This design comes from an exercise in tuning for small area, a short achievable clock period and few clock cycles per item on the open sky130 flow, not from production work.
The RTL was checked by simulation tests, not by an equivalence proof against the original design.

## mont_redc_ws
module mont_redc_ws #(
    parameter int P_WIDTH  = 64,
    parameter int W_WIDTH  = 32,
    parameter int PD_WIDTH = 2 * P_WIDTH,
    parameter int NUM_W    = P_WIDTH / W_WIDTH
) (
    input  logic                clk,
    input  logic                rst_n,
    input  logic                in_valid,
    output logic                in_ready,
    input  logic [PD_WIDTH-1:0] Mul_in,
    input  logic [P_WIDTH-1:0]  N_in,
    input  logic [W_WIDTH-1:0]  Nprime_in,
    output logic                out_valid,
    input  logic                out_ready,
    output logic [P_WIDTH-1:0]  res_out,
    output logic [P_WIDTH:0]    res_raw_out
);
    logic        st_load, st_step, st_fin2;
    logic [2:0]  cnt;
    logic        free, pv, go;
    logic        la_on;    
    logic [65:0] w;
    logic [64:0] r;
    logic        m63, sel_r;
    logic        qtop;
    logic [7:0]  q_q, nt_q;
    logic [63:0] n_q;
    logic [7:0]  np_q, tl_q;
    logic [3:0] onen, twon, negn;
    always_ff @(posedge clk) begin
        n_q   <= N_in;
        tl_q  <= Mul_in[7:0];
        np_q  <= Nprime_in[7:0];
    end
    logic [2:0] bnp [4];
    for (genvar j = 0; j < 4; j++) begin : g_npenc
  ...
==> flow/config.mk <==
export PLATFORM = sky130hd
export DESIGN_NAME = mont_redc_ws
export DESIGN_NICKNAME = mont_redc_ws
export VERILOG_FILES = /design/flow/design.v
export SDC_FILE = /design/flow/constraint.sdc
export NUM_CORES = 4
export LEC_CHECK = 0
export CAP_MARGIN = 20
export CORE_MARGIN = 2
export CORE_UTILIZATION = 40
export SLEW_MARGIN = 60
==> flow/constraint.sdc <==
create_clock -name core_clock -period 16.0 [get_ports {clk}]
set_input_delay 3.2000 -clock core_clock [delete_from_list [all_inputs] [get_ports {clk}]]
set_output_delay 3.2000 -clock core_clock [all_outputs]
set_load 0.01 [all_outputs]
standard.sh (not shown) runs the stock make flow with config.mk's settings and CLKGATE_MAP_FILE= SYNTH_SCRIPT=/design/flow/synth_recipe.tcl, a recipe that flattens the netlist after the stock synthesis.
==> flow/flow/run.sh <==
#!/bin/bash
# The standard layout (standard.sh: ORFS synth .. finish) with two changes:
#  - port buffers use the smallest buffer cell (every port still gets its own buffer)
#  - the setup repair over-fixes: repair_timing aims at 9 ns of setup slack instead of 0
export BUFFER_PORTS_ARGS="-buffer_cell sky130_fd_sc_hd__buf_1"
export SETUP_SLACK_MARGIN=9
bash standard.sh > standard.log 2>&1
Testbench counts at the start, summed over its fixed seeds: cycles 48,016, items 4,800.
==> next run, changes <==
==> flow/run.sh (new file) <==
#!/bin/bash
# synth_recipe.tcl (not shown) runs the flow's synth.tcl, then flattens the netlist and writes it again
# the make line also repeats each setting of config.mk as NAME=value (left out here)
make -C /OpenROAD-flow-scripts/flow DESIGN_CONFIG=/design/flow/config.mk WORK_HOME=/design/flow/orfs CLKGATE_MAP_FILE= SYNTH_SCRIPT=/design/flow/synth_recipe.tcl finish
removed: flow/flow/run.sh
removed: flow/standard.sh
Result:
- utilization grows by 2.9 points
- clock skew grows by 0.023 ns
- setup slack is better by 0.087 ns
- non-clock buffer count grows by 2
- routed wire length grows by 1.4%
- global-route usage grows by 0.57 points
- design area grows by 6.4%
- hold slack is worse by 0.0070 ns
==> next run, changes <==
==> flow/flow/run.sh (new file) <==
#!/bin/bash
# The standard layout (standard.sh: ORFS synth .. finish), except that the port
# buffers use the smallest plain buffer cell (every port still gets its own buffer).
export BUFFER_PORTS_ARGS="-buffer_cell sky130_fd_sc_hd__buf_1"
bash standard.sh > standard.log 2>&1
==> flow/standard.sh (new file) <==
#!/bin/bash
# synth_recipe.tcl (not shown) runs the flow's synth.tcl, then flattens the netlist and writes it again
# the make line also repeats each setting of config.mk as NAME=value (left out here)
make -C /OpenROAD-flow-scripts/flow DESIGN_CONFIG=/design/flow/config.mk WORK_HOME=/design/flow/orfs CLKGATE_MAP_FILE= SYNTH_SCRIPT=/design/flow/synth_recipe.tcl "${@:-finish}"
Settings changed: CTS_BUF_LIST from default to sky130_fd_sc_hd__clkbuf_8.
removed: flow/run.sh
Effect: Setup slack gains 0.13 ns. Utilization came out lower by 2.8 points. Flip-flop and latch count does not change. Area after synthesis does not change. Global-route usage came out lower by 0.26 points.

========
== maple ==
Another version of the RTL of mont_redc_ws (not shown whole).
Size in the first run: about 260 flip-flops, roughly 360 I/O pins.
==> flow/config.mk <==
export PLATFORM = sky130hd
export DESIGN_NAME = mont_redc_ws
export DESIGN_NICKNAME = mont_redc_ws
export VERILOG_FILES = /design/flow/design.v
export SDC_FILE = /design/flow/constraint.sdc
export NUM_CORES = 4
export LEC_CHECK = 0
export CAP_MARGIN = 20
export CORE_MARGIN = 2
export CORE_UTILIZATION = 40
export CTS_BUF_LIST = sky130_fd_sc_hd__clkbuf_8
export SLEW_MARGIN = 60
==> flow/constraint.sdc <==
create_clock -name core_clock -period 16.0 [get_ports {clk}]
set_input_delay 3.2000 -clock core_clock [delete_from_list [all_inputs] [get_ports {clk}]]
set_output_delay 3.2000 -clock core_clock [all_outputs]
set_load 0.01 [all_outputs]
==> flow/flow/run.sh <==
#!/bin/bash
# The standard layout (standard.sh: ORFS synth .. finish) with two changes:
#  - port buffers use the smallest plain buffer cell (every port still gets its own buffer)
#  - the setup repair over-fixes: repair_timing aims at 10.6 ns of setup slack instead of 0
export BUFFER_PORTS_ARGS="-buffer_cell sky130_fd_sc_hd__buf_1"
export SETUP_SLACK_MARGIN=10.6
bash standard.sh > standard.log 2>&1
Looking at the reports, maple completed the entire flow and the layout it produced met the timing, DRC and antenna checks.
Testbench counts of maple, summed over its fixed seeds: cycles 48,016, items 4,800.
### maple -> onyx
==> flow/flow/run.sh <==
#!/bin/bash
# The standard layout (standard.sh: ORFS synth .. finish) with two changes:
#  - port buffers use the smallest plain buffer cell (every port still gets its own buffer)
#  - the setup repair over-fixes: repair_timing aims at 10 ns of setup slack instead of 0
export BUFFER_PORTS_ARGS="-buffer_cell sky130_fd_sc_hd__buf_1"
export SETUP_SLACK_MARGIN=10
bash standard.sh > standard.log 2>&1
## What came out
- Diff onyx..maple | number of failing hold endpoints at the final stage | unchanged
- NOTE first-pass GRT wire length maple->onyx decreased by a few percent
- onyx vs maple: number of buffers inserted during clock tree synthesis down slightly
- Going from maple to onyx, the overall via count from detail_route was found to have gone down by 977.
- Endpoint of the most critical setup path = two[3]: maple; endpoint of the most critical setup path = w[56]: onyx
- [compare] base=maple new=onyx: core utilization lower, clock-buffer cell count went down 2, setup slack now sits lower.
- Relative to maple, relative area change from synthesis to final layout decreased by 9.8 points in onyx.
Setup changes, onyx to garnet
==> flow/flow/run.sh <==
#!/bin/bash
# The standard layout (standard.sh: ORFS synth .. finish) with two changes:
#  - port buffers use the smallest plain buffer cell (every port still gets its own buffer)
#  - the setup repair over-fixes: repair_timing aims at 12 ns of setup slack instead of 0
export BUFFER_PORTS_ARGS="-buffer_cell sky130_fd_sc_hd__buf_1"
export SETUP_SLACK_MARGIN=12
bash standard.sh > standard.log 2>&1
- Compared with onyx, design area in garnet increased by more than 10%.
- garnet: number of signal-net buffers in the layout higher than onyx
- In the tables for garnet and onyx, area overhead of the layout relative to synthesis reads higher with garnet.
- garnet ended up with a higher met3 wire length than onyx did.
The inputs of raven differ from those of garnet as listed below.
==> flow/flow/run.sh <==
#!/bin/bash
# The standard layout (standard.sh: ORFS synth .. finish), except that the port
# buffers use the smallest plain buffer cell (every port still gets its own buffer).
export BUFFER_PORTS_ARGS="-buffer_cell sky130_fd_sc_hd__buf_1"
bash standard.sh > standard.log 2>&1
Results
- Delta (raven minus garnet): utilization lost 12 points, number of buffer cells added on primary ports neither gained nor lost much.
- Between raven and garnet, the multi-input gate area in the final layout is lower for raven.
- Going from garnet to raven, the share of final layout cell area taken by clock buffers and inverters was found to have gone up by 0.62 points.
The following lists how amber was set up differently from raven:
==> flow/flow/run.sh <==
#!/bin/bash
# The standard layout (standard.sh: ORFS synth .. finish) with two changes:
#  - port buffers use the smallest plain buffer cell (every port still gets its own buffer)
#  - the setup repair over-fixes: repair_timing aims at 11 ns of setup slack instead of 0
export BUFFER_PORTS_ARGS="-buffer_cell sky130_fd_sc_hd__buf_1"
export SETUP_SLACK_MARGIN=11
bash standard.sh > standard.log 2>&1
--- outcome ---
| HPWL after detailed placement | higher: amber |. Routed length per placed instance came out higher on amber than on raven. Looking at post-layout net count, amber sits 243 above raven.
> inputs changed (amber -> ember)
==> flow/flow/run.sh <==
#!/bin/bash
# The standard layout (standard.sh: ORFS synth .. finish), except that the port
# buffers use the smallest plain buffer cell (every port still gets its own buffer).
export BUFFER_PORTS_ARGS="-buffer_cell sky130_fd_sc_hd__buf_1"
bash standard.sh > standard.log 2>&1
diff --git a/flow/config.mk b/flow/config.mk
--- a/flow/config.mk
+++ b/flow/config.mk
@@ -10,3 +10,4 @@
 export CORE_UTILIZATION = 40
 export CTS_BUF_LIST = sky130_fd_sc_hd__clkbuf_8
+export GPL_TIMING_DRIVEN = 1
 export SLEW_MARGIN = 60
## What came out
Looking at launch point of the worst path, the la_on result is from amber; the neg[0] one comes from ember. Compared with amber, in ember clock network latency to the later pin of the worst-skew pair held, half-perimeter wire length of the detailed placement result down about 0.7%. Delta (ember minus amber): area added between synthesis and finish went down, final cell count went down, number of signal-net buffers in the layout went down.

[what the ideal ports hide]
The results above use ideal ports. As a check the final layouts listed here were re-extracted and re-timed, cells and wires unchanged.
Step 1 (the two cells are an assumption about what drives the block):
set clk [get_ports {clk}]
set_driving_cell -lib_cell sky130_fd_sc_hd__clkbuf_16 $clk
set_driving_cell -lib_cell sky130_fd_sc_hd__buf_2 [delete_from_list [all_inputs] $clk]
Step 2, shift: input delay + t, output delay - t, t = (earliest + latest rising clock arrival at the registers) / 2. This alone moves slack from input paths to output paths.
Slacks: ideal / step 1 / step 2; pairs: ideal / step 1.
run | shift t [ns] | setup slack, ns | latest minus earliest clock arrival (ns) | worst slew at a driven data input, ns
the first run of note 1 | 0.675 | 9.198 / 9.198 / 9.198 | 0.015 / 0.014 | 0.10
the second run of note 1 | 0.625 | 9.284 / 9.284 / 9.284 | 0.040 / 0.040 | 0.08
the third run of note 1 | 0.730 | 9.411 / 9.411 / 9.411 | 0.085 / 0.085 | 0.13
maple | 0.705 | 10.441 / 10.441 / 10.441 | 0.047 / 0.048 | 0.06
onyx | 0.708 | 10.158 / 10.158 / 10.158 | 0.059 / 0.059 | 0.06
garnet | 0.732 | 10.513 / 10.513 / 10.513 | 0.060 / 0.061 | 0.07
raven | 0.687 | 9.707 / 9.707 / 9.707 | 0.053 / 0.054 | 0.05
amber | 0.710 | 10.473 / 10.473 / 10.473 | 0.045 / 0.045 | 0.09
ember | 0.687 | 9.707 / 9.707 / 9.707 | 0.053 / 0.054 | 0.05
After both steps setup and hold are still met in every run listed.
